Context: an optimization exercise on an open-source flow, tuned for small area, a short achievable clock period and few clock cycles per item. The choices shown serve that exercise and are no tape-out recipe. The RTL was checked by simulation tests, not by an equivalence proof against the original design.

[flow/design.v]
package tmts_pkg;
    localparam int TIME_W        = 32;
    localparam int PERIOD_W      = 31;
    localparam int TICK_W        = 32;
    localparam int MAX_TASKS     = 4;
    localparam int NUM_TASKS_DEF = 4;
    localparam int TIDX_W        = 2;
    localparam int CFG_IDX_W     = 3;
    localparam logic [TIME_W-1:0]    MODULUS_RST = 32'd65536;
    localparam logic [TIME_W-1:0]    MODULUS_MIN = 32'd4;
    localparam logic [PERIOD_W-1:0]  PERIOD_RST  = 31'd1000;
    localparam logic [TICK_W-1:0]    TICK_START  = 32'h0000_0001;
    localparam logic [CFG_IDX_W-1:0] CFG_MODULUS = 3'd0;
    localparam logic [CFG_IDX_W-1:0] CFG_PERIOD  = 3'd1;
    localparam logic [CFG_IDX_W-1:0] CFG_MASK0   = 3'd2;
    typedef enum logic [1:0] {
        KIND_TIME    = 2'd0,
        KIND_REPORT  = 2'd1,
        KIND_RESTART = 2'd2,
        KIND_CLEAR   = 2'd3
    } kind_t;
    typedef struct packed {
        logic               valid;
        kind_t              kind;
        logic [TIDX_W-1:0]  tidx;
        logic [TIME_W-1:0]  red_a;    
        logic [TIME_W-1:0]  red_b;    
    } step_t;
    typedef struct packed {
        logic [TIME_W-1:0]   modulus;
        logic [PERIOD_W-1:0] period;
        logic                bad;
    } time_cfg_t;
    typedef struct packed {
        logic                 fired;
        logic [MAX_TASKS-1:0] run;
        logic [TICK_W-1:0]    word;
    } tick_res_t;
    typedef struct packed {
        logic              updated;
        logic [TIME_W-1:0] avg;
        logic [TIME_W-1:0] worst;
    } stats_res_t;
endpackage
    function automatic logic [TIME_W-1:0] mod_step(
        input logic [TIME_W-1:0] rem,
        input logic              din,
        input logic [TIME_W-1:0] m
    );
        logic [TIME_W:0] sh;
        sh = {rem, din};
        if (sh >= {1'b0, m})
        begin
            sh = sh - {1'b0, m};
        end
        mod_step = sh[TIME_W-1:0];
    endfunction
    function automatic logic [TIME_W-1:0] mod_sub(
        input logic [TIME_W-1:0] a,
        input logic [TIME_W-1:0] b,
        input logic [TIME_W-1:0] m
    );
        logic [TIME_W:0] d;
        d = {1'b0, a} - {1'b0, b};
        if (d[TIME_W])
        begin
            d = d + {1'b0, m};
        end
        mod_sub = d[TIME_W-1:0];
    endfunction
    function automatic logic [TIME_W-1:0] mod_add(
        input logic [TIME_W-1:0]   a,
        input logic [PERIOD_W-1:0] p,
        input logic [TIME_W-1:0]   m
    );
        logic [TIME_W:0] s;
        s = {1'b0, a} + {2'b00, p};
        if (s >= {1'b0, m})
        begin
            s = s - {1'b0, m};
        end
        mod_add = s[TIME_W-1:0];
    endfunction
import tmts_pkg::*;
module tick_mask_task_scheduler_core
#(
    parameter int NUM_TASKS = NUM_TASKS_DEF
)
(
    input  logic                  clk,
    input  logic                  rst_n,
    input  logic                  item_valid,
    output logic                  item_stall,
    input  logic [1:0]            kind,
    input  logic [TIME_W-1:0]     sample_time,
    input  logic [TIDX_W-1:0]     task_index,
    input  logic [TIME_W-1:0]     start_time,
    input  logic [TIME_W-1:0]     stop_time,
    output logic                  result_valid,
    input  logic                  result_stall,
    output logic                  tick_fired,
    output logic [MAX_TASKS-1:0]  run_mask,
    output logic [TICK_W-1:0]     tick_word,
    output logic                  stats_updated,
    output logic [TIME_W-1:0]     mean_exec_time,
    output logic [TIME_W-1:0]     worst_time,
    output logic                  config_bad,
    input  logic                  cfg_valid,
    output logic                  cfg_ready,
    input  logic [CFG_IDX_W-1:0]  cfg_index,
    input  logic [TIME_W-1:0]     cfg_data
);
    localparam int W  = TIME_W;
    localparam int SW = TIME_W - 1;    
    logic [W-1:0]                     mod_q;
    logic [PERIOD_W-1:0]              per_q;
    logic [MAX_TASKS-1:0][TICK_W-1:0] mask_q;    
    logic [MAX_TASKS-1:0]             mval_q;
    logic                             bad_q;
    logic [W-1:0]                     half;
    logic mod_wr;
    assign cfg_ready = 1'b1;
    assign mod_wr    = cfg_valid && (cfg_index == CFG_MODULUS);
    assign half      = mod_q >> 1;
    always_ff @(posedge clk or negedge rst_n)
    begin
        if (!rst_n)
        begin
            mod_q  <= MODULUS_RST;
            per_q  <= PERIOD_RST;
            mval_q <= '0;
        end
        else if (cfg_valid)
        begin
            if (cfg_index == CFG_MODULUS)
                mod_q <= cfg_data;
            if (cfg_index == CFG_PERIOD)
                per_q <= cfg_data[PERIOD_W-1:0];
            for (int i = 0; i < MAX_TASKS; i++)
                if (cfg_index == CFG_IDX_W'(CFG_MASK0 + i))
                    mval_q[i] <= 1'b1;
        end
    end
    always_ff @(posedge clk)
    begin
        for (int i = 0; i < MAX_TASKS; i++)
            if (cfg_valid && cfg_index == CFG_IDX_W'(CFG_MASK0 + i))
                mask_q[i] <= cfg_data;
    end
    always_ff @(posedge clk)
    begin
        bad_q <= (mod_q < MODULUS_MIN) || (per_q == '0)
                 || ({1'b0, per_q} >= half);
    end
    logic [4:0]          dcnt_q;       
    logic                dmode_q;      
    logic [W-1:0]        dsrc_q;       
    logic [W-1:0]        drem_q;       
    logic                cvalid_q;     
    logic                p_valid_q;    
    logic [1:0]          pk_q;
    logic [TIDX_W-1:0]   pt_q;
    logic [W-1:0]        pv_q;         
    logic                r_valid_q;
    logic busy, u_go, accept;
    assign busy       = (dcnt_q != '0);
    assign u_go       = p_valid_q && (!r_valid_q || !result_stall);
    assign item_stall = busy || (p_valid_q && !u_go);
    assign accept     = item_valid && !item_stall;
    logic            is_samp, is_rep;
    logic [W+1:0]    xa, xb, xc, xnb, xnm, xcr;
    logic [W+1:0]    s1, c1, s2, c2, s3, c3;
    logic [W:0]      d1;               
    logic [W+1:0]    d2, d3, d4;       
    logic            s_fast, r_fast, fast;
    logic [W-1:0]    red_s, red_e;
    always_comb
    begin
        is_samp = (kind == KIND_TIME);
        is_rep  = (kind == KIND_REPORT);
        xa  = {2'b0, (is_samp ? sample_time : stop_time)};
        xb  = {2'b0, (is_samp ? dsrc_q : start_time)};
        xc  = {2'b0, (is_samp ? drem_q : mod_q)};
        xcr = {2'b0, drem_q};
        xnb = ~xb;
        xnm = ~{2'b0, mod_q};
        d1 = xa[W:0] - xb[W:0];
        s1 = xa ^ xnb ^ xnm;
        c1 = {((xa[W:0] & xnb[W:0]) | (xa[W:0] & xnm[W:0]) | (xnb[W:0] & xnm[W:0])), 1'b1};
        d2 = s1 - ~c1;
        s2 = s1 ^ c1 ^ xcr;
        c2 = {((s1[W:0] & c1[W:0]) | (s1[W:0] & xcr[W:0]) | (c1[W:0] & xcr[W:0])), 1'b1};
        d4 = s2 + c2;
        s3 = xa ^ xnb ^ xc;
        c3 = {((xa[W:0] & xnb[W:0]) | (xa[W:0] & xc[W:0]) | (xnb[W:0] & xc[W:0])), 1'b1};
        d3 = s3 + c3;
        s_fast = cvalid_q && !d1[W] && d2[W+1];
        red_s  = d4[W+1] ? d3[W-1:0] : d4[W-1:0];
        r_fast = d1[W] ? !d3[W+1] : d2[W+1];
        red_e  = d1[W] ? d3[W-1:0] : d1[W-1:0];
        fast   = kind[1] || (is_samp ? s_fast : r_fast);
    end
    logic [W:0]      dt1, dt2;
    logic [W+1:0]    ds1, ds2;
    logic [W-1:0]    dr1, drem_n, dsrc_n;
    logic            dlast;
    always_comb
    begin
        dt1    = {drem_q, dsrc_q[W-1]};
        ds1    = {1'b0, dt1} - {2'b0, mod_q};
        dr1    = ds1[W+1] ? dt1[W-1:0] : ds1[W-1:0];
        dt2    = {dr1, dsrc_q[W-2]};
        ds2    = {1'b0, dt2} - {2'b0, mod_q};
        drem_n = ds2[W+1] ? dt2[W-1:0] : ds2[W-1:0];
        dsrc_n = {dsrc_q[W-3:0], dsrc_q[W-1:W-2]};
        dlast  = (dcnt_q == 5'd1);
    end
    logic skip_s, skip_l;
    assign skip_s = ({16'b0, sample_time[W-1:16]} < mod_q);
    logic                tz_q;         
    logic [4:0]          tpos_q;       
    logic [W-1:0]        lt_q, ltraw_q;
    assign skip_l = ({16'b0, ltraw_q[W-1:16]} < cfg_data);
    always_ff @(posedge clk or negedge rst_n)
    begin
        if (!rst_n)
        begin
            dcnt_q    <= '0;
            p_valid_q <= 1'b0;
            cvalid_q  <= 1'b0;
        end
        else
        begin
            if (u_go)
                p_valid_q <= 1'b0;
            if (mod_wr)
            begin
                dcnt_q   <= skip_l ? 5'd8 : 5'd16;
                cvalid_q <= 1'b0;
            end
            else if (accept)
            begin
                if (fast)
                begin
                    p_valid_q <= 1'b1;
                    if (is_samp)
                        cvalid_q <= 1'b1;
                end
                else
                begin
                    dcnt_q <= (is_samp && skip_s) ? 5'd8 : 5'd16;
                    if (!is_samp)
                        cvalid_q <= 1'b0;
                end
            end
            else if (busy)
            begin
                dcnt_q <= dcnt_q - 5'd1;
                if (dlast && !dmode_q)
                begin
                    p_valid_q <= 1'b1;
                    if (pk_q == KIND_TIME)
                        cvalid_q <= 1'b1;
                end
            end
        end
    end
    always_ff @(posedge clk)
    begin
        if (mod_wr)
        begin
            dmode_q <= 1'b1;
            if (skip_l)
            begin
                dsrc_q <= {ltraw_q[15:0], ltraw_q[W-1:16]};
                drem_q <= {16'b0, ltraw_q[W-1:16]};
            end
            else
            begin
                dsrc_q <= ltraw_q;
                drem_q <= '0;
            end
        end
        else if (accept)
        begin
            dmode_q <= 1'b0;
            pk_q    <= kind;
            pt_q    <= task_index;
            pv_q    <= is_samp ? red_s : red_e;
            if (is_samp)
            begin
                if (fast)
                begin
                    dsrc_q <= sample_time;
                    drem_q <= red_s;
                end
                else if (skip_s)
                begin
                    dsrc_q <= {sample_time[15:0], sample_time[W-1:16]};
                    drem_q <= {16'b0, sample_time[W-1:16]};
                end
                else
                begin
                    dsrc_q <= sample_time;
                    drem_q <= '0;
                end
            end
            else if (!fast)
            begin
                dsrc_q <= d1[W-1:0];
                drem_q <= d1[W] ? (mod_q - 32'd1) : '0;
            end
        end
        else if (busy)
        begin
            dsrc_q <= dsrc_n;
            drem_q <= drem_n;
            if (dlast && !dmode_q)
                pv_q <= drem_n;
        end
    end
    logic                samp_ok, rep_ok, fire, first, back, due, ok;
    logic [4:0]          widx;
    logic [W:0]          da, lp;
    logic [W+1:0]        xs, xnl, xm, xl, xp, sb, cb, db, sq, cq, lp2;
    logic [W-1:0]        delta, lt_adv, lt_new;
    logic [MAX_TASKS-1:0][SW-1:0] avg_q, worst_q;    
    logic [MAX_TASKS-1:0]         sval_q;
    logic [SW-1:0]        cur_avg, cur_worst, avg_new, worst_new;
    logic [SW:0]          sum;
    logic [MAX_TASKS-1:0] run;
    always_comb
    begin
        samp_ok = (pk_q == KIND_TIME) && !bad_q;
        rep_ok  = (pk_q == KIND_REPORT) && !bad_q
                  && ({1'b0, pt_q} < (TIDX_W + 1)'(NUM_TASKS));
        xs  = {2'b0, pv_q};
        xl  = {2'b0, lt_q};
        xnl = ~xl;
        xm  = {2'b0, mod_q};
        xp  = {3'b0, per_q};
        da  = xs[W:0] - xl[W:0];
        sb  = xs ^ xnl ^ xm;
        cb  = {((xs[W:0] & xnl[W:0]) | (xs[W:0] & xm[W:0]) | (xnl[W:0] & xm[W:0])), 1'b1};
        db  = sb + cb;
        delta = da[W] ? db[W-1:0] : da[W-1:0];
        first = tz_q;
        back  = (delta >= half);
        due   = (delta >= {1'b0, per_q});
        fire  = first || back || due;
        widx  = first ? 5'd0 : tpos_q;
        lp  = xl[W:0] + xp[W:0];
        sq  = xl ^ xp ^ ~xm;
        cq  = {((xl[W:0] & xp[W:0]) | (xl[W:0] & ~xm[W:0]) | (xp[W:0] & ~xm[W:0])), 1'b1};
        lp2 = sq + cq;
        lt_adv = lp2[W+1] ? lp[W-1:0] : lp2[W-1:0];
        lt_new = (first || back) ? pv_q : lt_adv;
        for (int i = 0; i < MAX_TASKS; i++)
            run[i] = !mval_q[i] ? !fire
                   : (fire ? mask_q[i][widx] : (mask_q[i] == '0));
        cur_avg   = '0;
        cur_worst = '0;
        for (int i = 0; i < MAX_TASKS; i++)
            if (pt_q == TIDX_W'(i) && sval_q[i])
            begin
                cur_avg   = avg_q[i];
                cur_worst = worst_q[i];
            end
        ok        = (pv_q < half);
        sum       = {1'b0, cur_avg} + {1'b0, pv_q[SW-1:0]};
        avg_new   = sum[SW:1];
        worst_new = (pv_q[SW-1:0] > cur_worst) ? pv_q[SW-1:0] : cur_worst;
    end
    always_ff @(posedge clk or negedge rst_n)
    begin
        if (!rst_n)
        begin
            tz_q    <= 1'b1;
            sval_q  <= '0;
            ltraw_q <= '0;
        end
        else if (u_go)
        begin
            if (samp_ok && fire)
            begin
                tz_q    <= 1'b0;
                ltraw_q <= lt_new;
            end
            if (pk_q == KIND_RESTART)
                tz_q <= 1'b1;
            for (int i = 0; i < MAX_TASKS; i++)
                if (rep_ok && ok && pt_q == TIDX_W'(i))
                    sval_q[i] <= 1'b1;
            if (pk_q == KIND_CLEAR)
                sval_q <= '0;
        end
    end
    always_ff @(posedge clk)
    begin
        if (u_go && samp_ok && fire)
        begin
            tpos_q <= widx + 5'd1;
            lt_q   <= lt_new;
        end
        else if (busy && dlast && dmode_q)
        begin
            lt_q <= drem_n;
        end
        for (int i = 0; i < MAX_TASKS; i++)
            if (u_go && rep_ok && ok && pt_q == TIDX_W'(i))
            begin
                avg_q[i]   <= avg_new;
                worst_q[i] <= worst_new;
            end
    end
    logic                 r_fired_q, r_upd_q, r_rep_q, r_bad_q;
    logic [4:0]           r_widx_q;
    logic [MAX_TASKS-1:0] r_run_q;
    logic [TIDX_W-1:0]    r_t_q;
    always_ff @(posedge clk or negedge rst_n)
    begin
        if (!rst_n)
            r_valid_q <= 1'b0;
        else
            r_valid_q <= u_go || (r_valid_q && result_stall);
    end
    always_ff @(posedge clk)
    begin
        if (u_go)
        begin
            r_fired_q <= samp_ok && fire;
            r_widx_q  <= widx;
            r_run_q   <= samp_ok ? run : '0;
            r_upd_q   <= rep_ok && ok;
            r_rep_q   <= rep_ok;
            r_t_q     <= pt_q;
            r_bad_q   <= bad_q;
        end
    end
    assign result_valid  = r_valid_q;
    assign tick_fired    = r_fired_q;
    assign run_mask      = r_run_q;
    assign tick_word     = r_fired_q ? (TICK_W'(1) << r_widx_q) : '0;
    assign stats_updated = r_upd_q;
    assign config_bad    = r_bad_q;
    always_comb
    begin
        mean_exec_time = '0;
        worst_time     = '0;
        for (int i = 0; i < MAX_TASKS; i++)
            if (r_rep_q && r_t_q == TIDX_W'(i) && sval_q[i])
            begin
                mean_exec_time[SW-1:0] = avg_q[i];
                worst_time[SW-1:0]     = worst_q[i];
            end
    end
endmodule
[flow/run.sh]
#!/bin/bash
# synth_recipe.tcl (not shown) runs the flow's synth.tcl, then flattens the netlist and writes it again
# the make line also repeats each setting of config.mk as NAME=value (left out here)
make -C /OpenROAD-flow-scripts/flow DESIGN_CONFIG=/design/flow/config.mk WORK_HOME=/design/flow/orfs CLKGATE_MAP_FILE= SYNTH_SCRIPT=/design/flow/synth_recipe.tcl finish
[flow/config.mk]
export PLATFORM = sky130hd
export DESIGN_NAME = tick_mask_task_scheduler_core
export DESIGN_NICKNAME = tick_mask_task_scheduler_core
export VERILOG_FILES = /design/flow/design.v
export SDC_FILE = /design/flow/constraint.sdc
export NUM_CORES = 4
export LEC_CHECK = 0
export CAP_MARGIN = 20
export CORE_MARGIN = 2
export CORE_UTILIZATION = 30
export SLEW_MARGIN = 20
[flow/constraint.sdc]
create_clock -name core_clock -period 8.5 [get_ports {clk}]
set_input_delay 1.7000 -clock core_clock [delete_from_list [all_inputs] [get_ports {clk}]]
set_output_delay 1.7000 -clock core_clock [all_outputs]
set_load 0.01 [all_outputs]
==> results of run 1 <==
per-stage QoR:
step / hold WS [ns] / cell area [sq um]
6_report: 0.457 / 65200
3_3_place_gp: 0.442 / 62800
3_5_place_dp: 0.449 / 62800
2_1_floorplan: 0.431 / 56500
4_1_cts: 0.457 / 65200
5_1_grt: 0.482 / 65200
routing by layer:
metal | part of all wire [%] | vias up
met4 | 4.6 | 2
met3 | 9.5 | 336
met2 | 43 | 2692
met1 | 43 | 24710
li1 | - | 22837
met5 | 0.0085 | -
kinds of logic after synthesis:
group / Yosys count / synth area share (%)
AO/OA/AOI/OAI: 1898 / 22.5
AND/OR/NAND/NOR: 1516 / 12.6
adder cells (fa/ha/maj): 702 / 17.8
flip-flops: 642 / 33.1
buffers and inverters: 625 / 4.40
XOR/XNOR: 294 / 4.56
multiplexers: 257 / 5.06
other: 2 / 0.0133
final cells by class:
type,instances,area [sq um],area share [%]
multi-input cells,4670,35500,54.5
flip-flops and latches,642,18700,28.7
repair buffers,430,3970,6.09
well taps,2495,3120,4.79
clock buffers,93,1990,3.04
inverters,378,1420,2.18
clock inverters,47,473,0.725
diodes,2,5.00,0.00767
flip-flops by register name, indices dropped and copies added, names as in the netlist, 4 cells and up:
signal and count:
pv_q 32, sval_q 4, mod_q 32, dsrc_q 32, ltraw_q 32, r_run_q 4
drem_q 32, per_q 31, r_widx_q 5, avg_q 124, lt_q 32, tpos_q 5
dcnt_q 5, mval_q 4, mask_q 128, worst_q 124
how the worst min path moves through the flow:
stage / startpoint / to / slack (ns) / cells past startpoint
floorplan: dmode_q / dmode_q / 0.43 / 2
global placement: dmode_q / dmode_q / 0.44 / 2
detailed placement: dmode_q / dmode_q / 0.45 / 2
CTS: dmode_q / dmode_q / 0.46 / 2
global route: dmode_q / dmode_q / 0.48 / 2
finish: dmode_q / dmode_q / 0.46 / 2
cells in the mapped netlist, drive strengths merged (62+ instances only):
master  instances
o21a           68
xnor2         191
a22oi          67
a21oi         517
nand3         100
xor2          103
nor4           64
a21o          184
o211ai         72
ha            534
nand4          73
a222oi         62
a211oi         96
mux2i         191
fa            168
dfrtp         104
nand2         569
nor2          355
clkbuf        184
o21ai         401
edfxtp        528
inv           376
a221oi         71
nor3           82
buf            63
worst max-delay path: stages (launching register included):
cell	delay (ns)
dfrtp_1	0.54
inv_1	0.40
fa_1	0.63
inv_1	0.04
ha_1	0.34
a211oi_1	0.36
o211ai_1	0.17
nand3b_1	0.10
a21boi_2	0.21
o21ai_0	0.19
a21oi_1	0.30
o21ai_0	0.21
a41oi_1	0.41
mux2i_1	0.23
nor2_1	0.06
mux2i_1	0.26
ha_1	0.32
a21o_1	0.19
a211oi_1	0.37
o21ai_1	0.14
a2111oi_0	0.27
o21ai_0	0.14
o21ai_1	0.24
o21ai_4	0.18
buf_4	0.32
nor2_1	0.41
nand2_1	0.09
a21oi_1	0.29
==> results.yml, run 1 <==
cts:
  numCtsBuffers: 76
  cts_max_path_buffers: 3
  cts_tree: "built"
  path_clk_slew_ns: 0.06
  hold_buffers: 0
  clock_latency_ns: 0.70
  cts.sinks: 642
  post_cts_buffers: 0
  cts_root_buf: "clkbuf_16"
  ctsResizeCount: 0
  ctsHtreeMaxLevel: 3
worst_setup_path:
  crit_arrival_ns: 8.11
  required_ns: 8.93
  cp-end-kind: "register"
  critPathCapture: "r_run_q[2]"
  crit_fanout: 35
  path_class: "register to register"
  rr_worst_depth: 27
  r2r-end: "r_run_q[2]"
  crit-reg2reg-launch: "mod_q[8]"
  r2r_slack_ns: 0.82
  worst_setup_path_start_kind: "register"
  crit_start: "mod_q[8]"
yosys:
  netlist_top_cells_area: "edfxtp_1, ha_1, fa_1"
  synth-seq-area-share_pct: 33.1
  syn_avg_cell_area_sq_um: 9.52
  synth_top_cell_area_share_pct: 28.1
  synth_edf_count: 528
  synthesis.area_sq_um: 56500
  yosys_warnings: 1
  syn_inst: 5936
  ys_ff_latch: 642
  yosys.area.top_type: "edfxtp_1"
  yosys_most_used_dff: "edfxtp_1"
  yosysUniqueCellTypes: 119
  async_reset_ff_share_pct: 17.4
floorplan:
  io_pins: 246
  die_h_microns: 438
  coreArea_sq_um: 187000
  initial_utilization_pct: 30.2
  placement_rows: 159
  dieArea_sq_um: 192000
  die_width_microns: 438
drt:
  first_iter_violations: 5788
  avgViaCountPerCell: 5.78
  wl_microns: 224000
  drc_errors: 0
  drtAntennaViolNets: 0
  wl_per_cell_microns: 25.6
  drt-pass1-iter-count: 9
  vias: 50577
sta:
  final-setup-viol-count: 0
  rsz0062_at_grt: "no"
  fin_crit_ns: 7.68
  max_freq_ghz: 0.130
  finalClockSkew_ns: 0.0676
  hold_viol_final: 0
  worst_slew_pin_slew_ns: 1.12
  tns_ns: 0
  fin_crit_sh_pct: 90.4
  setup_ws_ns: 0.820
  relSlewSlack_pct: 25.3
  drv_slew: 0
placed_design:
  dp.cells: 8615
  dp_hpwl_microns: 176000
  gp_congestion: 1.01
  numPortBuffers: 242
  place_ws_ns: 0.520
job:
  cap_violations: 0
final_layout:
  final_core_util_pct: 34.8
  n_fill_cell: 18941
  layout_commonest_cell: "nand2_1"
  drive_above_1_share_pct: 7.68
  nets: 7040
  final_cell_mix: "nand2_1, ha_1, edfxtp_1"
  final-instance-count-excl-fill: 8757
  area_growth_pct: 15.4
global_route:
  grt_use_met3_pct: 3.28
  met1_usage_pct: 31.9
  busiest_layer: "met2"
  first_global_vias: 48259
  grt_max_degree: 98
  met2_usage_pct: 34.2
  grt_overflow: 0
  grt_pass1_wl_microns: 323000
  antenna_found_initial: 6
  grt_use_total_pct: 22.5
min_path:
  hold_class: "register to register"
run_status:
  status: "timing/DRC/antenna clean"
Testbench counts, summed over its fixed seeds: cycles 13,456, items 12,800.
==> run 2, diff against run 1 <==
--- a/flow/design.v
+++ b/flow/design.v
@@ -152,7 +152,13 @@
         bad_q <= (mod_q < MODULUS_MIN) || (per_q == '0)
                  || ({1'b0, per_q} >= half);
     end
-    logic [4:0]          dcnt_q;       
+    logic                i_valid_q;    
+    logic [1:0]          ik_q;
+    logic [TIDX_W-1:0]   it_q;
+    logic [W-1:0]        ia_q;         
+    logic [W-1:0]        ib_q;         
+    logic                lpend_q;      
+    logic [5:0]          dcnt_q;       
     logic                dmode_q;      
     logic [W-1:0]        dsrc_q;       
     logic [W-1:0]        drem_q;       
@@ -162,24 +168,44 @@
     logic [TIDX_W-1:0]   pt_q;
     logic [W-1:0]        pv_q;         
     logic                r_valid_q;
-    logic busy, u_go, accept;
-    assign busy       = (dcnt_q != '0);
+    logic busy, u_go, r_go, accept;
+    assign busy       = (dcnt_q != '0) || lpend_q;
     assign u_go       = p_valid_q && (!r_valid_q || !result_stall);
-    assign item_stall = busy || (p_valid_q && !u_go);
+    assign r_go       = i_valid_q && !busy && (!p_valid_q || u_go);
+    assign item_stall = i_valid_q && !r_go;
     assign accept     = item_valid && !item_stall;
-    logic            is_samp, is_rep;
+    always_ff @(posedge clk or negedge rst_n)
+    begin
+        if (!rst_n)
+            i_valid_q <= 1'b0;
+        else if (accept)
+            i_valid_q <= 1'b1;
+        else if (r_go)
+            i_valid_q <= 1'b0;
+    end
+    always_ff @(posedge clk)
+    begin
+        if (accept)
+        begin
+            ik_q <= kind;
+            it_q <= task_index;
+            ia_q <= (kind == KIND_TIME) ? sample_time : stop_time;
+            ib_q <= start_time;
+        end
+    end
+    logic            is_samp;
     logic [W+1:0]    xa, xb, xc, xnb, xnm, xcr;
     logic [W+1:0]    s1, c1, s2, c2, s3, c3;
     logic [W:0]      d1;               
     logic [W+1:0]    d2, d3, d4;       
     logic            s_fast, r_fast, fast;
     logic [W-1:0]    red_s, red_e;
+    logic            skip_s;
     always_comb
     begin
-        is_samp = (kind == KIND_TIME);
-        is_rep  = (kind == KIND_REPORT);
-        xa  = {2'b0, (is_samp ? sample_time : stop_time)};
-        xb  = {2'b0, (is_samp ? dsrc_q : start_time)};
+        is_samp = (ik_q == KIND_TIME);
+        xa  = {2'b0, ia_q};
+        xb  = {2'b0, (is_samp ? dsrc_q : ib_q)};
         xc  = {2'b0, (is_samp ? drem_q : mod_q)};
         xcr = {2'b0, drem_q};
         xnb = ~xb;
@@ -198,33 +224,30 @@
         red_s  = d4[W+1] ? d3[W-1:0] : d4[W-1:0];
         r_fast = d1[W] ? !d3[W+1] : d2[W+1];
         red_e  = d1[W] ? d3[W-1:0] : d1[W-1:0];
-        fast   = kind[1] || (is_samp ? s_fast : r_fast);
+        fast   = ik_q[1] || (is_samp ? s_fast : r_fast);
+        skip_s = ({16'b0, ia_q[W-1:16]} < mod_q);
     end
-    logic [W:0]      dt1, dt2;
-    logic [W+1:0]    ds1, ds2;
-    logic [W-1:0]    dr1, drem_n, dsrc_n;
-    logic            dlast;
+    logic [W:0]      dt;
+    logic [W+1:0]    dsub;
+    logic [W-1:0]    drem_n, dsrc_n;
+    logic            dlast, skip_l;
     always_comb
     begin
-        dt1    = {drem_q, dsrc_q[W-1]};
-        ds1    = {1'b0, dt1} - {2'b0, mod_q};
-        dr1    = ds1[W+1] ? dt1[W-1:0] : ds1[W-1:0];
-        dt2    = {dr1, dsrc_q[W-2]};
-        ds2    = {1'b0, dt2} - {2'b0, mod_q};
-        drem_n = ds2[W+1] ? dt2[W-1:0] : ds2[W-1:0];
-        dsrc_n = {dsrc_q[W-3:0], dsrc_q[W-1:W-2]};
-        dlast  = (dcnt_q == 5'd1);
+        dt     = {drem_q, dsrc_q[W-1]};
+        dsub   = {1'b0, dt} - {2'b0, mod_q};
+        drem_n = dsub[W+1] ? dt[W-1:0] : dsub[W-1:0];
+        dsrc_n = {dsrc_q[W-2:0], dsrc_q[W-1]};
+        dlast  = (dcnt_q == 6'd1);
     end
-    logic skip_s, skip_l;
-    assign skip_s = ({16'b0, sample_time[W-1:16]} < mod_q);
     logic                tz_q;         
     logic [4:0]          tpos_q;       
     logic [W-1:0]        lt_q, ltraw_q;
-    assign skip_l = ({16'b0, ltraw_q[W-1:16]} < cfg_data);
+    assign skip_l = ({16'b0, ltraw_q[W-1:16]} < mod_q);
     always_ff @(posedge clk or negedge rst_n)
     begin
         if (!rst_n)
         begin
+            lpend_q   <= 1'b0;
             dcnt_q    <= '0;
             p_valid_q <= 1'b0;
             cvalid_q  <= 1'b0;
@@ -235,10 +258,15 @@
                 p_valid_q <= 1'b0;
             if (mod_wr)
             begin
-                dcnt_q   <= skip_l ? 5'd8 : 5'd16;
+                lpend_q  <= 1'b1;
                 cvalid_q <= 1'b0;
             end
-            else if (accept)
+            else if (lpend_q)
+            begin
+                lpend_q <= 1'b0;
+                dcnt_q  <= skip_l ? 6'd16 : 6'd32;
+            end
+            else if (r_go)
             begin
                 if (fast)
                 begin
@@ -248,14 +276,14 @@
                 end
                 else
                 begin
-                    dcnt_q <= (is_samp && skip_s) ? 5'd8 : 5'd16;
+                    dcnt_q <= (is_samp && skip_s) ? 6'd16 : 6'd32;
                     if (!is_samp)
                         cvalid_q <= 1'b0;
                 end
             end
-            else if (busy)
+            else if (dcnt_q != '0)
             begin
-                dcnt_q <= dcnt_q - 5'd1;
+                dcnt_q <= dcnt_q - 6'd1;
                 if (dlast && !dmode_q)
                 begin
                     p_valid_q <= 1'b1;
@@ -267,7 +295,7 @@
     end
     always_ff @(posedge clk)
     begin
-        if (mod_wr)
+        if (lpend_q)
         begin
             dmode_q <= 1'b1;
             if (skip_l)
@@ -281,27 +309,27 @@
                 drem_q <= '0;
             end
         end
-        else if (accept)
+        else if (r_go)
         begin
             dmode_q <= 1'b0;
-            pk_q    <= kind;
-            pt_q    <= task_index;
+            pk_q    <= ik_q;
+            pt_q    <= it_q;
             pv_q    <= is_samp ? red_s : red_e;
             if (is_samp)
             begin
                 if (fast)
                 begin
-                    dsrc_q <= sample_time;
+                    dsrc_q <= ia_q;
                     drem_q <= red_s;
                 end
                 else if (skip_s)
                 begin
-                    dsrc_q <= {sample_time[15:0], sample_time[W-1:16]};
-                    drem_q <= {16'b0, sample_time[W-1:16]};
+                    dsrc_q <= {ia_q[15:0], ia_q[W-1:16]};
+                    drem_q <= {16'b0, ia_q[W-1:16]};
                 end
                 else
                 begin
-                    dsrc_q <= sample_time;
+                    dsrc_q <= ia_q;
                     drem_q <= '0;
                 end
             end
@@ -311,7 +339,7 @@
                 drem_q <= d1[W] ? (mod_q - 32'd1) : '0;
             end
         end
-        else if (busy)
+        else if (dcnt_q != '0)
         begin
             dsrc_q <= dsrc_n;
             drem_q <= drem_n;
@@ -320,10 +348,13 @@
         end
     end
     logic                samp_ok, rep_ok, fire, first, back, due, ok;
+    logic                n0, back0, back1, due0, due1;
     logic [4:0]          widx;
     logic [W:0]          da, lp;
-    logic [W+1:0]        xs, xnl, xm, xl, xp, sb, cb, db, sq, cq, lp2;
-    logic [W-1:0]        delta, lt_adv, lt_new;
+    logic [W+1:0]        xs, xns, xnl, xm, xl, xp, xh;
+    logic [W+1:0]        sb0, cb0, yb0, sd0, cd0, yd0, sb1, cb1, yb1;
+    logic [W+1:0]        sd1, cd1, td1, ud1, yd1, sq, cq, lp2;
+    logic [W-1:0]        lt_adv, lt_new;
     logic [MAX_TASKS-1:0][SW-1:0] avg_q, worst_q;    
     logic [MAX_TASKS-1:0]         sval_q;
     logic [SW-1:0]        cur_avg, cur_worst, avg_new, worst_new;
@@ -335,18 +366,35 @@
         rep_ok  = (pk_q == KIND_REPORT) && !bad_q
                   && ({1'b0, pt_q} < (TIDX_W + 1)'(NUM_TASKS));
         xs  = {2'b0, pv_q};
+        xns = ~xs;
         xl  = {2'b0, lt_q};
         xnl = ~xl;
         xm  = {2'b0, mod_q};
         xp  = {3'b0, per_q};
+        xh  = {2'b0, half};
         da  = xs[W:0] - xl[W:0];
-        sb  = xs ^ xnl ^ xm;
-        cb  = {((xs[W:0] & xnl[W:0]) | (xs[W:0] & xm[W:0]) | (xnl[W:0] & xm[W:0])), 1'b1};
-        db  = sb + cb;
-        delta = da[W] ? db[W-1:0] : da[W-1:0];
+        n0  = da[W];                                    
+        sb0 = xns ^ xl ^ xh;
+        cb0 = {((xns[W:0] & xl[W:0]) | (xns[W:0] & xh[W:0]) | (xl[W:0] & xh[W:0])), 1'b0};
+        yb0 = sb0 + cb0;
+        back0 = yb0[W+1];
+        sd0 = xns ^ xl ^ xp;
+        cd0 = {((xns[W:0] & xl[W:0]) | (xns[W:0] & xp[W:0]) | (xl[W:0] & xp[W:0])), 1'b0};
+        yd0 = sd0 + cd0;
+        due0 = yd0[W+1];
+        sb1 = xs ^ xnl ^ xh;
+        cb1 = {((xs[W:0] & xnl[W:0]) | (xs[W:0] & xh[W:0]) | (xnl[W:0] & xh[W:0])), 1'b1};
+        yb1 = sb1 + cb1 + {{(W+1){1'b0}}, mod_q[0]};
+        back1 = !yb1[W+1];
+        sd1 = xs ^ xnl ^ xm;
+        cd1 = {((xs[W:0] & xnl[W:0]) | (xs[W:0] & xm[W:0]) | (xnl[W:0] & xm[W:0])), 1'b1};
+        td1 = sd1 ^ cd1 ^ ~xp;
+        ud1 = {((sd1[W:0] & cd1[W:0]) | (sd1[W:0] & ~xp[W:0]) | (cd1[W:0] & ~xp[W:0])), 1'b1};
+        yd1 = td1 + ud1;
+        due1 = !yd1[W+1];
         first = tz_q;
-        back  = (delta >= half);
-        due   = (delta >= {1'b0, per_q});
+        back  = n0 ? back1 : back0;
+        due   = n0 ? due1 : due0;
         fire  = first || back || due;
         widx  = first ? 5'd0 : tpos_q;
         lp  = xl[W:0] + xp[W:0];
@@ -402,7 +450,7 @@
             tpos_q <= widx + 5'd1;
             lt_q   <= lt_new;
         end
-        else if (busy && dlast && dmode_q)
+        else if (dlast && dmode_q && !lpend_q)
         begin
             lt_q <= drem_n;
         end
==> run 2 against run 1 <==
Against the previous run:
- register-to-register slack gained 0.88 ns
- non-clock buffer count shrank 73
- via count shrank 4.6%
- first-iteration DRC count grew 4.9%
- synthesized cell count shrank 3.2%
- hold slack lost 0.034 ns
- critical endpoint is now dsrc_q[26]
- largest cell class unchanged
==> results.yml, run 2 <==
run_status:
  status: "timing/DRC/antenna clean"
yosys:
  syn_avg_cell_area_sq_um: 10.2
  synth-seq-area-share_pct: 35.6
  yosysMostFrequentCell: "edfxtp_1"
  yosys-top-cells-count: "edfxtp_1, inv_1, ha_1"
  synth_top_family_by_area: "adder cells"
  synth_compound_area_share_pct: 19.7
  synth_fa_ha_area_share_pct: 21.8
  synth_xor_area_share_pct: 3.21
  yosys_warnings: 1
  synthesis.area_sq_um: 58400
  synth_edf_count: 596
  async_reset_ff_share_pct: 16.1
  yosysUniqueCellTypes: 100
  yosys.area.top_type: "edfxtp_1"
  synth_top_cell_area_share_pct: 30.6
  yosys.area_share.simple_pct: 10.1
  netlist_top_cells_area: "edfxtp_1, ha_1, fa_1"
  yosys-mux-area-fraction_pct: 4.36
  syn_inst: 5746
  yosys_most_used_dff: "edfxtp_1"
  ys_ff_latch: 713
floorplan:
  initial_utilization_pct: 30.1
  placement_rows: 162
  die_width_microns: 445
  io_pins: 246
  dieArea_sq_um: 198000
  coreArea_sq_um: 194000
  die_h_microns: 445
drt:
  vias: 48252
  wl_microns: 215000
  drtAntennaViolNets: 0
  avgViaCountPerCell: 5.62
  wl_per_cell_microns: 25.1
  drt-pass1-iter-count: 9
  first_iter_violations: 6071
  drc_errors: 0
cts:
  ctsResizeCount: 0
  cts_max_path_buffers: 3
  numCtsBuffers: 83
  ctsHtreeMaxLevel: 3
  path_clk_slew_ns: 0.06
  post_cts_buffers: 0
  hold_buffers: 0
  cts.sinks: 713
  cts_tree: "built"
  clock_latency_ns: 0.75
  cts_root_buf: "clkbuf_16"
worst_setup_path:
  cp-end-kind: "register"
  critPathSlowestCell: "a21o_1"
  crit_chain: "nor2_4 -> buf_12 -> mux2i_1 -> fa_1 -> ha_1 -> nand4_1 -> nor3_1 -> nor2b_1 -> o21ai_0 -> and2_1 -> o31a_1 -> o21ai_0 -> a311o_1 -> a21o_1 -> mux2i_1 -> o221ai_1"
  required_ns: 8.94
  worst_setup_path_start_kind: "register"
  crit_arrival_ns: 7.23
  crit_fanout: 51
  slowest_delay_ns: 0.82
  rr_worst_depth: 16
  crit_family: "compound AO/OA/AOI/OAI gates"
  r2r_slack_ns: 1.70
  worst-path-buf-inv: 1
  path_class: "register to register"
  crit_cells: 16
placed_design:
  dp_hpwl_microns: 169000
  place_area_sq_um: 64200
  gp_congestion: 1.00
  numPortBuffers: 242
sta:
  fin_crit_sh_pct: 80.0
  fin_crit_ns: 6.80
  drv_slew: 0
  max_freq_ghz: 0.147
  final-setup-viol-count: 0
  relSlewSlack_pct: 26.9
  rsz0062_at_grt: "no"
  worst_slew_pin_slew_ns: 1.08
  finalClockSkew_ns: 0.0645
  hold_viol_final: 0
final_layout:
  largest_register_ffs: 128
  multi_input_comb_area_sq_um: 34800
  area_growth_pct: 15.2
  drive_above_1_share_pct: 6.99
  layout_commonest_cell: "edfxtp_1"
  fin_area_sq_um: 67300
  top_register: "mask_q"
  n_fill_cell: 19452
  final_core_util_pct: 34.7
  register_area_sq_um: 20800
  reg_top3: "mask_q (128), avg_q (124), worst_q (124)"
  final_cell_mix: "edfxtp_1, inv_1, ha_1"
  nets: 6949
job:
  cap_violations: 0
global_route:
  grt_overflow: 0
  grt_max_degree: 91
  antenna_found_initial: 3
  grt_pass1_wl_microns: 315000
  grt_use_total_pct: 21.2
  first_global_vias: 47338
min_path:
  hold_class: "register to register"
  min_path_cells: 0
run 2: cell types whose count changed in the layout (fill, tap and decap cells not counted), sizes merged, moves of 26 or more:
cell | previous run | this run
mux2i | 191 | 152
fa | 168 | 284
buf | 189 | 116
inv | 383 | 573
nand2 | 569 | 329
xor2 | 103 | 70
a211oi | 96 | 70
edfxtp | 528 | 596
xnor2 | 191 | 144
a21oi | 517 | 413
ha | 534 | 561
run 2: cell families (layout without fill, tap and decap cells):
family | Yosys count | after routing
flops | 713 | 713
fa+ha+maj | 851 | 851
xor+xnor | 214 | 214
compound gates | 1721 | 1721
other cells | 2 | 11
mux | 227 | 227
simple gates | 1222 | 1222
buf+inv | 796 | 1083
run 2: metal layers:
| layer | global-route usage, % | up-vias | wire length (microns) |
|---|---|---|---|
| met5 | 0 | - | 0 |
| met4 | 7.73 | 0 | 8350 |
| met3 | 3.56 | 285 | 18500 |
| met2 | 32.1 | 2254 | 93300 |
| met1 | 30.3 | 23965 | 95300 |
| li1 | - | 21748 | - |
run 2: worst register-to-register path: cells and delay by family (launching register included):
kind	cells	cell delay (ns)
AOI/OAI and AO/OA	6	2.27
muxes	2	0.79
adders and majority gates	2	0.92
DFF	1	0.66
buffers and inverters	1	0.35
and+or+nand+nor	5	1.51
run 2: final cells by class:
class                           count  share of cell area (%)
Timing Repair Buffer              357                    4.94
Inverter                          571                    3.18
Clock buffer                      100                    3.26
Tap cell                         2542                    4.72
Clock inverter                     55                    1.27
Antenna cell                        8                  0.0297
Sequential cell                   713                    30.9
Multi-Input combinational cell   4238                    51.7
run 2: metrics by stage:
| step | TNS [ns] | setup WS (ns) | std cells | hold WS (ns) |
|---|---|---|---|---|
| floorplan | -187.29 | -0.755 | 5747 | 0.400 |
| global placement | 0 | 1.98 | 8421 | 0.405 |
| detailed placement | 0 | 1.85 | 8421 | 0.406 |
| CTS | 0 | 1.81 | 8576 | 0.421 |
| global route | 0 | 1.39 | 8581 | 0.446 |
| finish | 0 | 1.70 | 8584 | 0.423 |
run 2: final timing paths:
path / endpoint / start
setup / recovery: dsrc_q[26] / ik_q[1]
hold / removal: pt_q[0] / it_q[0]
setup reg to reg: dsrc_q[26] / ik_q[1]
hold reg to reg: pt_q[0] / it_q[0]
max in group asynchronous: ltraw_q[26] / rst_n
min in group asynchronous: mval_q[1] / rst_n
Testbench counts of run 2, summed over its fixed seeds: cycles 14,048, items 12,800.
==> run 3, diff against run 2 <==
--- a/flow/design.v
+++ b/flow/design.v
@@ -225,7 +225,6 @@
         r_fast = d1[W] ? !d3[W+1] : d2[W+1];
         red_e  = d1[W] ? d3[W-1:0] : d1[W-1:0];
         fast   = ik_q[1] || (is_samp ? s_fast : r_fast);
-        skip_s = ({16'b0, ia_q[W-1:16]} < mod_q);
     end
     logic [W:0]      dt;
     logic [W+1:0]    dsub;
@@ -242,7 +241,10 @@
     logic                tz_q;         
     logic [4:0]          tpos_q;       
     logic [W-1:0]        lt_q, ltraw_q;
-    assign skip_l = ({16'b0, ltraw_q[W-1:16]} < mod_q);
+    logic [15:0] skip_x;
+    assign skip_x = lpend_q ? ltraw_q[W-1:16] : ia_q[W-1:16];
+    assign skip_s = ({16'b0, skip_x} < mod_q);
+    assign skip_l = skip_s;
     always_ff @(posedge clk or negedge rst_n)
     begin
         if (!rst_n)
@@ -258,7 +260,7 @@
                 p_valid_q <= 1'b0;
             if (mod_wr)
             begin
-                lpend_q  <= 1'b1;
+                lpend_q  <= !tz_q;
                 cvalid_q <= 1'b0;
             end
             else if (lpend_q)
@@ -425,15 +427,11 @@
         begin
             tz_q    <= 1'b1;
             sval_q  <= '0;
-            ltraw_q <= '0;
         end
         else if (u_go)
         begin
             if (samp_ok && fire)
-            begin
-                tz_q    <= 1'b0;
-                ltraw_q <= lt_new;
-            end
+                tz_q <= 1'b0;
             if (pk_q == KIND_RESTART)
                 tz_q <= 1'b1;
             for (int i = 0; i < MAX_TASKS; i++)
@@ -447,8 +445,9 @@
     begin
         if (u_go && samp_ok && fire)
         begin
-            tpos_q <= widx + 5'd1;
-            lt_q   <= lt_new;
+            tpos_q  <= widx + 5'd1;
+            lt_q    <= lt_new;
+            ltraw_q <= lt_new;
         end
         else if (dlast && dmode_q && !lpend_q)
         begin
--- a/flow/config.mk
+++ b/flow/config.mk
@@ -8,4 +8,5 @@
 export CAP_MARGIN = 20
 export CORE_MARGIN = 2
 export CORE_UTILIZATION = 30
+export SETUP_SLACK_MARGIN = 3.5
 export SLEW_MARGIN = 20
==> run 3 against run 2 <==
Against the previous run:
- sequential share of layout area shrank 2.2 points
- synthesized cell count grew 1.8%
- highest routed layer unchanged
- non-clock buffer count grew 287
- first-iteration DRC count shrank 4.5%
- wire length grew 8.6%
- largest cell class unchanged
- via count grew 5.7%
- still clean
- critical path type unchanged
- sequential cell count is the same
==> results.yml, run 3 <==
run_status:
  status: "timing/DRC/antenna clean"
worst_setup_path:
  worst_setup_path_start_kind: "register"
  path_class: "register to register"
  crit_arrival_ns: 5.77
  r2r_slack_ns: 3.28
  crit_fanout: 8
  required_ns: 9.04
  cp-end-kind: "register"
global_route:
  grt_max_degree: 124
  grt_pass1_wl_microns: 333000
  first_global_vias: 49022
  grt_overflow: 0
  antenna_found_initial: 2
  grt_use_total_pct: 22.7
sta:
  fin_crit_ns: 5.22
  rsz0062_at_grt: "yes"
  final-setup-viol-count: 0
  finalClockSkew_ns: 0.0690
  worst_slew_pin_slew_ns: 1.09
  drv_slew: 0
  holdWs_ns: 0.443
  tns_ns: 0
  max_freq_ghz: 0.192
  setup_ws_ns: 3.28
  relSlewSlack_pct: 27.1
  hold_viol_final: 0
  fin_crit_sh_pct: 61.4
drt:
  vias: 50997
  wl_microns: 234000
  avgViaCountPerCell: 5.69
  wl_per_cell_microns: 26.1
  first_iter_violations: 5800
  drtAntennaViolNets: 0
  drt-pass1-iter-count: 9
  drc_errors: 0
yosys:
  synth_edf_count: 628
  syn_avg_cell_area_sq_um: 10.0
  syn_inst: 5848
  yosysUniqueCellTypes: 97
  netlist_top_cells_area: "edfxtp_1, ha_1, fa_1"
  async_reset_ff_share_pct: 11.6
  ys_ff_latch: 713
  yosys_most_used_dff: "edfxtp_1"
  synthesis.area_sq_um: 58600
  yosys-top-cells-count: "edfxtp_1, inv_1, ha_1"
  synth-seq-area-share_pct: 35.8
  yosys.area.top_type: "edfxtp_1"
  yosys_warnings: 1
  yosysMostFrequentCell: "edfxtp_1"
  synth_top_cell_area_share_pct: 32.2
final_layout:
  final_core_util_pct: 37.5
  final_cell_mix: "edfxtp_1, inv_1, ha_1"
  area_growth_pct: 24.6
  reg_top3: "mask_q (128), avg_q (124), worst_q (124)"
  fin_area_sq_um: 73000
  drive_above_1_share_pct: 16.7
  layout_commonest_cell: "edfxtp_1"
  nets: 7325
  largest_register_ffs: 128
  final-instance-count-excl-fill: 8969
  top_register: "mask_q"
placed_design:
  dp_hpwl_microns: 172000
  gp_congestion: 0.995
  numPortBuffers: 242
  dp.cells: 8495
  place_area_sq_um: 64500
  place_ws_ns: 1.94
cts:
  cts_max_path_buffers: 3
  ctsHtreeMaxLevel: 3
  cts_tree: "built"
  path_clk_slew_ns: 0.07
  cts_root_buf: "clkbuf_16"
  clock_latency_ns: 0.75
  hold_buffers: 0
  cts.sinks: 713
  numCtsBuffers: 84
floorplan:
  placement_rows: 162
  die_h_microns: 446
  io_pins: 246
  coreArea_sq_um: 195000
  dieArea_sq_um: 199000
  die_width_microns: 446
  initial_utilization_pct: 30.1
job:
  cap_violations: 0
min_path:
  hold_class: "register to register"
-- run 3: layout make-up --
cell class                 instances  area, sq um
fill                           19138       122000
multi-input combinational       4354        37500
sequential                       713        21000
timing repair buffer             644         6350
tap                             2542         3180
inverter                         557         2200
clock buffer                     100         2180
clock inverter                    57          638
antenna                            2         5.00
-- run 3: final timing paths --
kind	from	to	cells past startpoint
max	ik_q[0]	pv_q[20]	18
min	it_q[1]	pt_q[1]	0
max reg2reg	ik_q[0]	pv_q[20]	18
min reg2reg	it_q[1]	pt_q[1]	0
max in group asynchronous	rst_n	mod_q[25]	2
min in group asynchronous	rst_n	mod_q[10]	1
-- run 3: timing repair --
item | in CTS | in global routing
setup buffers | 177 | 112
setup endpoints to repair | 499 | 408
resized for setup | 342 | 312
cloned | 20 | 6
pin swaps | 84 | 133
-- run 3: per-layer routing --
layer | global-route usage, % | vias up | share of wire (%)
li1 | - | 22601 | -
met1 | 31.5 | 25264 | 42
met2 | 34.8 | 2641 | 44
met3 | 4.38 | 491 | 9.1
met4 | 9.01 | 0 | 5.1
met5 | 0 | - | 0
-- run 3: critical path, stage by stage, from the launching register on --
cell,delay (ns)
edfxtp_1,0.49
nor2_4,0.18
buf_12,0.17
buf_12,0.15
mux2i_4,0.27
fa_1,0.49
fa_1,0.52
ha_4,0.31
o21a_1,0.14
o21ai_2,0.07
nor3b_4,0.16
or3_4,0.39
a21o_4,0.24
a211o_4,0.44
buf_12,0.16
nand2_8,0.14
mux2i_4,0.29
a21oi_2,0.08
a22oi_2,0.33
-- run 3: kinds of logic (layout without fill, tap and decap cells) --
family	Yosys count	after routing	share of synthesized area (%)
AOI/OAI and AO/OA	1708	1710	19.2
and+or+nand+nor	1365	1376	11.1
adders and majority gates	836	836	21.5
buffers and inverters	796	1358	5.15
DFF	713	713	35.8
xor gates and xnor gates	229	229	3.42
muxes	199	200	3.92
other	2	5	0.0128
Testbench counts of run 3, summed over its fixed seeds: cycles 13,949, items 12,800.
==> run 4, diff against run 3 <==
--- a/flow/design.v
+++ b/flow/design.v
@@ -157,6 +157,7 @@
     logic [TIDX_W-1:0]   it_q;
     logic [W-1:0]        ia_q;         
     logic [W-1:0]        ib_q;         
+    logic                is_q;         
     logic                lpend_q;      
     logic [5:0]          dcnt_q;       
     logic                dmode_q;      
@@ -172,7 +173,7 @@
     assign busy       = (dcnt_q != '0) || lpend_q;
     assign u_go       = p_valid_q && (!r_valid_q || !result_stall);
     assign r_go       = i_valid_q && !busy && (!p_valid_q || u_go);
-    assign item_stall = i_valid_q && !r_go;
+    assign item_stall = busy || (i_valid_q && !r_go);
     assign accept     = item_valid && !item_stall;
     always_ff @(posedge clk or negedge rst_n)
     begin
@@ -188,9 +189,15 @@
         if (accept)
         begin
             ik_q <= kind;
+            is_q <= (kind == KIND_TIME);
             it_q <= task_index;
             ia_q <= (kind == KIND_TIME) ? sample_time : stop_time;
-            ib_q <= start_time;
+            if (kind != KIND_TIME)
+                ib_q <= start_time;
+            else if (i_valid_q && ik_q == KIND_TIME)
+                ib_q <= ia_q;
+            else
+                ib_q <= dsrc_q;
         end
     end
     logic            is_samp;
@@ -203,9 +210,9 @@
     logic            skip_s;
     always_comb
     begin
-        is_samp = (ik_q == KIND_TIME);
+        is_samp = is_q;
         xa  = {2'b0, ia_q};
-        xb  = {2'b0, (is_samp ? dsrc_q : ib_q)};
+        xb  = {2'b0, ib_q};
         xc  = {2'b0, (is_samp ? drem_q : mod_q)};
         xcr = {2'b0, drem_q};
         xnb = ~xb;
@@ -460,10 +467,10 @@
                 worst_q[i] <= worst_new;
             end
     end
-    logic                 r_fired_q, r_upd_q, r_rep_q, r_bad_q;
+    logic                 r_fired_q, r_upd_q, r_bad_q;
     logic [4:0]           r_widx_q;
     logic [MAX_TASKS-1:0] r_run_q;
-    logic [TIDX_W-1:0]    r_t_q;
+    logic [MAX_TASKS-1:0] r_sel_q;      
     always_ff @(posedge clk or negedge rst_n)
     begin
         if (!rst_n)
@@ -479,8 +486,8 @@
             r_widx_q  <= widx;
             r_run_q   <= samp_ok ? run : '0;
             r_upd_q   <= rep_ok && ok;
-            r_rep_q   <= rep_ok;
-            r_t_q     <= pt_q;
+            for (int i = 0; i < MAX_TASKS; i++)
+                r_sel_q[i] <= rep_ok && pt_q == TIDX_W'(i) && (sval_q[i] || ok);
             r_bad_q   <= bad_q;
         end
     end
@@ -495,10 +502,9 @@
         mean_exec_time = '0;
         worst_time     = '0;
         for (int i = 0; i < MAX_TASKS; i++)
-            if (r_rep_q && r_t_q == TIDX_W'(i) && sval_q[i])
-            begin
-                mean_exec_time[SW-1:0] = avg_q[i];
-                worst_time[SW-1:0]     = worst_q[i];
-            end
+        begin
+            mean_exec_time[SW-1:0] = mean_exec_time[SW-1:0] | ({SW{r_sel_q[i]}} & avg_q[i]);
+            worst_time[SW-1:0]     = worst_time[SW-1:0]     | ({SW{r_sel_q[i]}} & worst_q[i]);
+        end
     end
 endmodule
--- a/flow/config.mk
+++ b/flow/config.mk
@@ -8,5 +8,5 @@
 export CAP_MARGIN = 20
 export CORE_MARGIN = 2
 export CORE_UTILIZATION = 30
-export SETUP_SLACK_MARGIN = 3.5
+export SETUP_SLACK_MARGIN = 4.0
 export SLEW_MARGIN = 20
==> run 4 against run 3 <==
Against the previous run:
- synthesized cell count down 0.79%
- synthesized area up 0.80%
- sequential share of layout area down 0.58 points
- global-route usage up 0.51 points
- count of clock-buffer cells in the layout up 5
- still clean on timing, DRC and antenna
- wire length up 3.3%
==> results.yml, run 4 <==
yosys:
  synthesis.area_sq_um: 59100
  syn_avg_cell_area_sq_um: 10.2
  yosys_warnings: 1
  netlist_top_cells_area: "edfxtp_1, ha_1, fa_1"
  yosys.area.top_type: "edfxtp_1"
  yosys_most_used_dff: "edfxtp_1"
  synth-seq-area-share_pct: 35.6
  synth_edf_count: 630
  ys_ff_latch: 715
  yosysUniqueCellTypes: 107
  yosysMostFrequentCell: "edfxtp_1"
  synth_top_cell_area_share_pct: 32.0
  yosys-top-cells-count: "edfxtp_1, inv_1, ha_1"
  async_reset_ff_share_pct: 11.6
  syn_inst: 5802
cts:
  path_clk_slew_ns: 0.07
  cts_tree: "built"
  clock_latency_ns: 0.76
  cts_root_buf: "clkbuf_16"
  cts_max_path_buffers: 3
  hold_buffers: 0
  numCtsBuffers: 82
  ctsHtreeMaxLevel: 3
  cts.sinks: 715
drt:
  first_iter_violations: 6527
  vias: 51655
  wl_microns: 242000
  drc_errors: 0
  drtAntennaViolNets: 0
  avgViaCountPerCell: 5.65
  wl_per_cell_microns: 26.5
  drt-pass1-iter-count: 10
global_route:
  first_global_vias: 49167
  grt_use_total_pct: 23.3
  antenna_found_initial: 4
  grt_pass1_wl_microns: 340000
  grt_overflow: 0
  grt_max_degree: 71
sta:
  worst_slew_pin_slew_ns: 1.08
  max_freq_ghz: 0.207
  rsz0062_at_grt: "yes"
  hold_viol_final: 0
  final-setup-viol-count: 0
  setup_ws_ns: 3.66
  fin_crit_ns: 4.84
  fin_crit_sh_pct: 56.9
  relSlewSlack_pct: 27.8
  drv_slew: 0
  tns_ns: 0
  finalClockSkew_ns: 0.0737
final_layout:
  final_cell_mix: "edfxtp_1, inv_1, ha_1"
  drive_above_1_share_pct: 19.7
  n_fill_cell: 19019
  area_growth_pct: 26.7
  reg_top3: "mask_q (128), avg_q (124), worst_q (124)"
  fin_area_sq_um: 74800
  top_register: "mask_q"
  nets: 7426
  largest_register_ffs: 128
  layout_commonest_cell: "edfxtp_1"
worst_setup_path:
  crit_arrival_ns: 5.31
  crit_fanout: 7
  required_ns: 8.97
  worst_setup_path_start_kind: "register"
  cp-end-kind: "register"
  path_class: "register to register"
floorplan:
  coreArea_sq_um: 195000
  die_h_microns: 448
  placement_rows: 162
  dieArea_sq_um: 200000
  io_pins: 246
  die_width_microns: 448
  initial_utilization_pct: 30.2
job:
  cap_violations: 0
placed_design:
  place_ws_ns: 2.16
  dp_hpwl_microns: 172000
  numPortBuffers: 242
  place_area_sq_um: 64700
  gp_congestion: 1.01
run_status:
  status: "timing/DRC/antenna clean"
min_path:
  hold_class: "register to register"
## run 4: cell types whose count changed in the layout (fill, tap and decap cells not counted), sizes merged, moves of 51 or more
| cell | before | now |
|---|---|---|
| a222oi | 64 | 13 |
| a21oi | 475 | 391 |
| mux2i | 115 | 178 |
| nor2 | 363 | 274 |
| a22oi | 72 | 183 |
| inv | 533 | 598 |
| buf | 398 | 524 |
## run 4: metal layers
| layer | GRT usage, % | vias to the layer above | part of all wire [%] |
|---|---|---|---|
| met3 | 5.30 | 510 | 11 |
| met1 | 33.0 | 25504 | 42 |
| met2 | 33.5 | 3051 | 41 |
| met5 | 0 | - | 0.0045 |
| met4 | 10.3 | 2 | 5.4 |
| li1 | - | 22588 | - |
## run 4: final cells by class
class	instances	area (sq um)	area share, %
multi-input combinational	4241	37400	50.0
tap	2624	3280	4.39
sequential	715	21100	28.2
antenna	2	5.00	0.00669
clock inverter	49	528	0.705
inverter	630	2560	3.42
clock buffer	105	2200	2.94
timing repair buffer	776	7770	10.4
## run 4: cell families after synthesis
logic type	synth area share (%)
AND/OR/NAND/NOR	9.79
adder cells (fa/ha/maj)	21.5
flip-flops	35.6
XOR/XNOR	3.22
multiplexers	5.27
AO/OA/AOI/OAI	19.0
other	0.0127
buffers and inverters	5.58
## run 4: worst max-delay path, stage by stage (launching register included)
cell and delay [ns]:
dfrtp_2 0.40, clkinvlp_4 0.12, buf_6 0.15, fa_2 0.60, fa_1 0.47, ha_4 0.30
nor2_1 0.05, or3_4 0.39, a221oi_4 0.29, buf_4 0.16, o211a_4 0.18, nor2_4 0.07
o21ai_4 0.19, a21bo_4 0.28, buf_6 0.14, buf_12 0.10, buf_16 0.12, mux2_4 0.32
a21oi_2 0.15, o21ai_1 0.08
## run 4: path summary, 6_finish.rpt
kind,end,from,cells after the start,slack [ns]
setup / recovery,pv_q[6],mod_q[10],19,3.66
hold / removal,pk_q[0],ik_q[0],0,0.47
setup reg to reg,pv_q[6],mod_q[10],19,3.66
hold reg to reg,pk_q[0],ik_q[0],0,0.47
max in group asynchronous,mod_q[26],rst_n,2,6.16
min in group asynchronous,dcnt_q[2],rst_n,1,0.99
## run 4: timing repair
| action | in CTS | in global routing |
|---|---|---|
| gates resized for setup | 421 | 342 |
| endpoints found under the setup margin | 782 | 675 |
| cloned | 25 | 6 |
| pin swaps | 120 | 146 |
| buffers inserted | 318 | 121 |
## run 4: through the flow
stage | util (%) | instances | hold slack, ns
after floorplan | - | 5803 | 0.400
after global placement | 33.1 | 8514 | 0.463
after detailed placement | 33.1 | 8516 | 0.459
after CTS | 37.0 | 9013 | 0.471
after global routing | 38.3 | 9140 | 0.489
final | 38.3 | 9142 | 0.467
Testbench counts of run 4, summed over its fixed seeds: cycles 13,972, items 12,800.
==> run 5, diff against run 4 <==
--- a/flow/design.v
+++ b/flow/design.v
@@ -117,6 +117,7 @@
     logic [MAX_TASKS-1:0][TICK_W-1:0] mask_q;    
     logic [MAX_TASKS-1:0]             mval_q;
     logic                             bad_q;
+    logic [W-1:0]                     mp_q;      
     logic [W-1:0]                     half;
     logic mod_wr;
     assign cfg_ready = 1'b1;
@@ -151,6 +152,7 @@
     begin
         bad_q <= (mod_q < MODULUS_MIN) || (per_q == '0)
                  || ({1'b0, per_q} >= half);
+        mp_q  <= mod_q - {1'b0, per_q};
     end
     logic                i_valid_q;    
     logic [1:0]          ik_q;
@@ -362,7 +364,7 @@
     logic [W:0]          da, lp;
     logic [W+1:0]        xs, xns, xnl, xm, xl, xp, xh;
     logic [W+1:0]        sb0, cb0, yb0, sd0, cd0, yd0, sb1, cb1, yb1;
-    logic [W+1:0]        sd1, cd1, td1, ud1, yd1, sq, cq, lp2;
+    logic [W+1:0]        sd1, cd1, xmp, yd1, sq, cq, lp2;
     logic [W-1:0]        lt_adv, lt_new;
     logic [MAX_TASKS-1:0][SW-1:0] avg_q, worst_q;    
     logic [MAX_TASKS-1:0]         sval_q;
@@ -395,11 +397,10 @@
         cb1 = {((xs[W:0] & xnl[W:0]) | (xs[W:0] & xh[W:0]) | (xnl[W:0] & xh[W:0])), 1'b1};
         yb1 = sb1 + cb1 + {{(W+1){1'b0}}, mod_q[0]};
         back1 = !yb1[W+1];
-        sd1 = xs ^ xnl ^ xm;
-        cd1 = {((xs[W:0] & xnl[W:0]) | (xs[W:0] & xm[W:0]) | (xnl[W:0] & xm[W:0])), 1'b1};
-        td1 = sd1 ^ cd1 ^ ~xp;
-        ud1 = {((sd1[W:0] & cd1[W:0]) | (sd1[W:0] & ~xp[W:0]) | (cd1[W:0] & ~xp[W:0])), 1'b1};
-        yd1 = td1 + ud1;
+        xmp = {2'b0, mp_q};
+        sd1 = xs ^ xnl ^ xmp;
+        cd1 = {((xs[W:0] & xnl[W:0]) | (xs[W:0] & xmp[W:0]) | (xnl[W:0] & xmp[W:0])), 1'b1};
+        yd1 = sd1 + cd1;
         due1 = !yd1[W+1];
         first = tz_q;
         back  = n0 ? back1 : back0;
--- a/flow/config.mk
+++ b/flow/config.mk
@@ -8,5 +8,6 @@
 export CAP_MARGIN = 20
 export CORE_MARGIN = 2
 export CORE_UTILIZATION = 30
+export CTS_BUF_LIST = sky130_fd_sc_hd__clkbuf_8
 export SETUP_SLACK_MARGIN = 4.0
 export SLEW_MARGIN = 20
==> run 5 against run 4 <==
Against the previous run:
- still clean on timing, DRC and antenna
- global-route usage shrank 0.50 points
- fmax barely moved
- non-clock buffer count fell by 66
- critical path depth unchanged
- first-iteration DRC count fell by 9.9%
- final cell count increased by 3.8%
- critical path type unchanged
- highest routed layer unchanged
==> results.yml, run 5 <==
job:
  cap_violations: 0
drt:
  drt-pass1-iter-count: 6
  highest_layer: "met5"
  wl_met3_microns: 25800
  first_iter_violations: 5882
  vias: 52974
  dr_wl_met2_microns: 105000
  avgViaCountPerCell: 5.58
  wl_per_cell_microns: 26.0
  wl_met1_microns: 103000
  drc_errors: 0
yosys:
  syn_inst: 6073
  async_reset_ff_share_pct: 11.1
  yosysUniqueCellTypes: 103
  syn_avg_cell_area_sq_um: 9.96
  yosys_most_used_dff: "edfxtp_1"
  yosysMostFrequentCell: "inv_1"
  netlist_top_cells_area: "edfxtp_1, ha_1, fa_1"
  synthesis.area_sq_um: 60500
  yosys.area.top_type: "edfxtp_1"
  synth-seq-area-share_pct: 35.8
  yosys-top-cells-count: "inv_1, edfxtp_1, ha_1"
  synth_edf_count: 630
  synth_top_cell_area_share_pct: 31.3
final_layout:
  drive_above_1_share_pct: 17.9
  reg_top3: "mask_q (128), avg_q (124), worst_q (124)"
  nets: 7701
  largest_register_ffs: 128
  final-instance-count-excl-fill: 9489
  area_growth_pct: 24.6
  register_area_sq_um: 21700
  final_cell_mix: "inv_1, edfxtp_1, ha_1"
  top_register: "mask_q"
worst_setup_path:
  critPathSlowestCell: "dfrtp_4"
  crit_fanout: 8
  cp-end-kind: "register"
  crit_arrival_ns: 5.43
  worst_setup_path_start_kind: "register"
  path_class: "register to register"
sta:
  drv_slew: 0
  fin_crit_sh_pct: 56.9
  rsz0062_at_grt: "yes"
  fin_crit_ns: 4.84
  finalClockSkew_ns: 0.0563
  final-setup-viol-count: 0
  max_freq_ghz: 0.207
  worst_slew_pin_slew_ns: 1.14
  relSlewSlack_pct: 23.8
cts:
  ctsHtreeMaxLevel: 4
  cts_root_buf: "clkbuf_8"
  numCtsBuffers: 136
  cts.sinks: 747
global_route:
  first_global_vias: 50318
  grt_overflow: 0
  grt_max_degree: 76
  antenna_found_initial: 8
floorplan:
  initial_utilization_pct: 30.2
  coreArea_sq_um: 200000
  placement_rows: 164
  die_width_microns: 453
  io_pins: 246
placed_design:
  numPortBuffers: 242
  dp.cells: 8839
  dp_hpwl_microns: 176000
run_status:
  status: "timing/DRC/antenna clean"
min_path:
  hold_class: "register to register"
-- run 5: stage by stage --
stage | setup WS, ns | util, % | cell area, sq um | hold WS [ns]
floorplan | 4.00 | - | 60600 | 0.400
global placement | 2.42 | 33.1 | 66200 | 0.437
detailed placement | 2.45 | 33.1 | 66200 | 0.440
CTS | 3.79 | 36.0 | 72000 | 0.448
global route | 3.57 | 37.7 | 75400 | 0.448
finish | 3.66 | 37.7 | 75400 | 0.437
-- run 5: layout make-up --
cell class                      count  area share, %
Timing Repair inverter              1         0.0398
Inverter                          660           3.44
Timing Repair Buffer              710           9.27
Sequential cell                   747           28.8
Antenna cell                        2        0.00664
Clock buffer                      142           2.59
Multi-Input combinational cell   4466           50.4
Clock inverter                    105          0.978
Tap cell                         2656           4.41
-- run 5: cell families (layout without fill, tap and decap cells) --
logic type,after synthesis,count (layout),synth area share (%)
AOI/OAI and AO/OA,1738,1745,18.8
and+or+nand+nor,1353,1362,10.4
buffers and inverters,877,1618,5.56
adders and majority gates,840,840,20.6
DFF,747,747,35.8
muxes,285,285,5.41
xor gates and xnor gates,231,231,3.34
other,2,5,0.0124
-- run 5: worst max-delay path: cells and delay by family, from the launching register on --
family                     cells  cell delay (ns)
adders and majority gates      2             0.68
and+or+nand+nor                3             0.68
buffers and inverters          6             0.88
AOI/OAI and AO/OA              7             1.58
DFF                            1             0.53
muxes                          1             0.16
-- run 5: worst paths after layout --
| check | end | start | cells past startpoint | slack, ns |
|---|---|---|---|---|
| max in group asynchronous | mod_q[1] | rst_n | 2 | 6.43 |
| worst max-delay path | dsrc_q[27] | mod_q[1] | 19 | 3.66 |
| worst max register to register | dsrc_q[27] | mod_q[1] | 19 | 3.66 |
| worst min-delay path | pt_q[0] | it_q[0] | 0 | 0.44 |
| worst min register to register | pt_q[0] | it_q[0] | 0 | 0.44 |
| min in group asynchronous | per_q[28] | rst_n | 1 | 0.80 |
-- run 5: timing repair --
action / CTS / global route
pin swaps: 66 / 127
gates resized for setup: 317 / 330
setup buffers: 182 / 186
endpoints found under the setup margin: 824 / 499
hold buffers: 0 / 0
cloned: 14 / 19
hold endpoints to repair: 0 / 0
-- run 5: routing by layer --
metal	track usage (%)	vias to the layer above
met3	4.13	502
met1	32.2	25967
met2	33.7	3012
li1	-	23481
met5	0	-
met4	9.93	12
Testbench counts of run 5, summed over its fixed seeds: cycles 13,972, items 12,800.

==> re-timing with driven ports <==
In the flow no input, the clock included, has a driving cell. The finished layouts below were timed again as built, in two steps.
Step 1 (the two cells are an assumption about what drives the block):
set clk [get_ports {clk}]
set_driving_cell -lib_cell sky130_fd_sc_hd__clkbuf_16 $clk
set_driving_cell -lib_cell sky130_fd_sc_hd__buf_2 [delete_from_list [all_inputs] $clk]
Step 2 adds t to the input delays and takes it off the output delays; t is the mean of the earliest and latest rising clock arrival at the registers after step 1. Input paths then give back, and output paths get back, about the clock's delay inside the block.
Three values: no drivers, after step 1, after step 2; two values: the first two.
run | t, ns | setup slack, ns | hold WS [ns] | worst setup path at the end | worst data-port slew with drivers (ns)
run 1 | 0.738 | 0.820 / 0.820 / 0.351 | 0.457 / 0.457 / 0.457 | input to register | 0.09
run 2 | 0.801 | 1.701 / 1.701 / 1.701 | 0.423 / 0.423 / 0.423 | register to register | 0.08
run 3 | 0.797 | 3.279 / 3.279 / 2.853 | 0.443 / 0.443 / 0.443 | input to register | 0.06
run 4 | 0.812 | 3.659 / 3.659 / 3.228 | 0.467 / 0.467 / 0.467 | input to register | 0.07
run 5 | 0.982 | 3.663 / 3.663 / 3.192 | 0.437 / 0.437 / 0.437 | input to register | 0.07
After both steps every run listed still meets setup and hold. The setup slack of run 5, which loses most, moves by 0.000 ns with the drivers and by -0.471 ns with both steps.
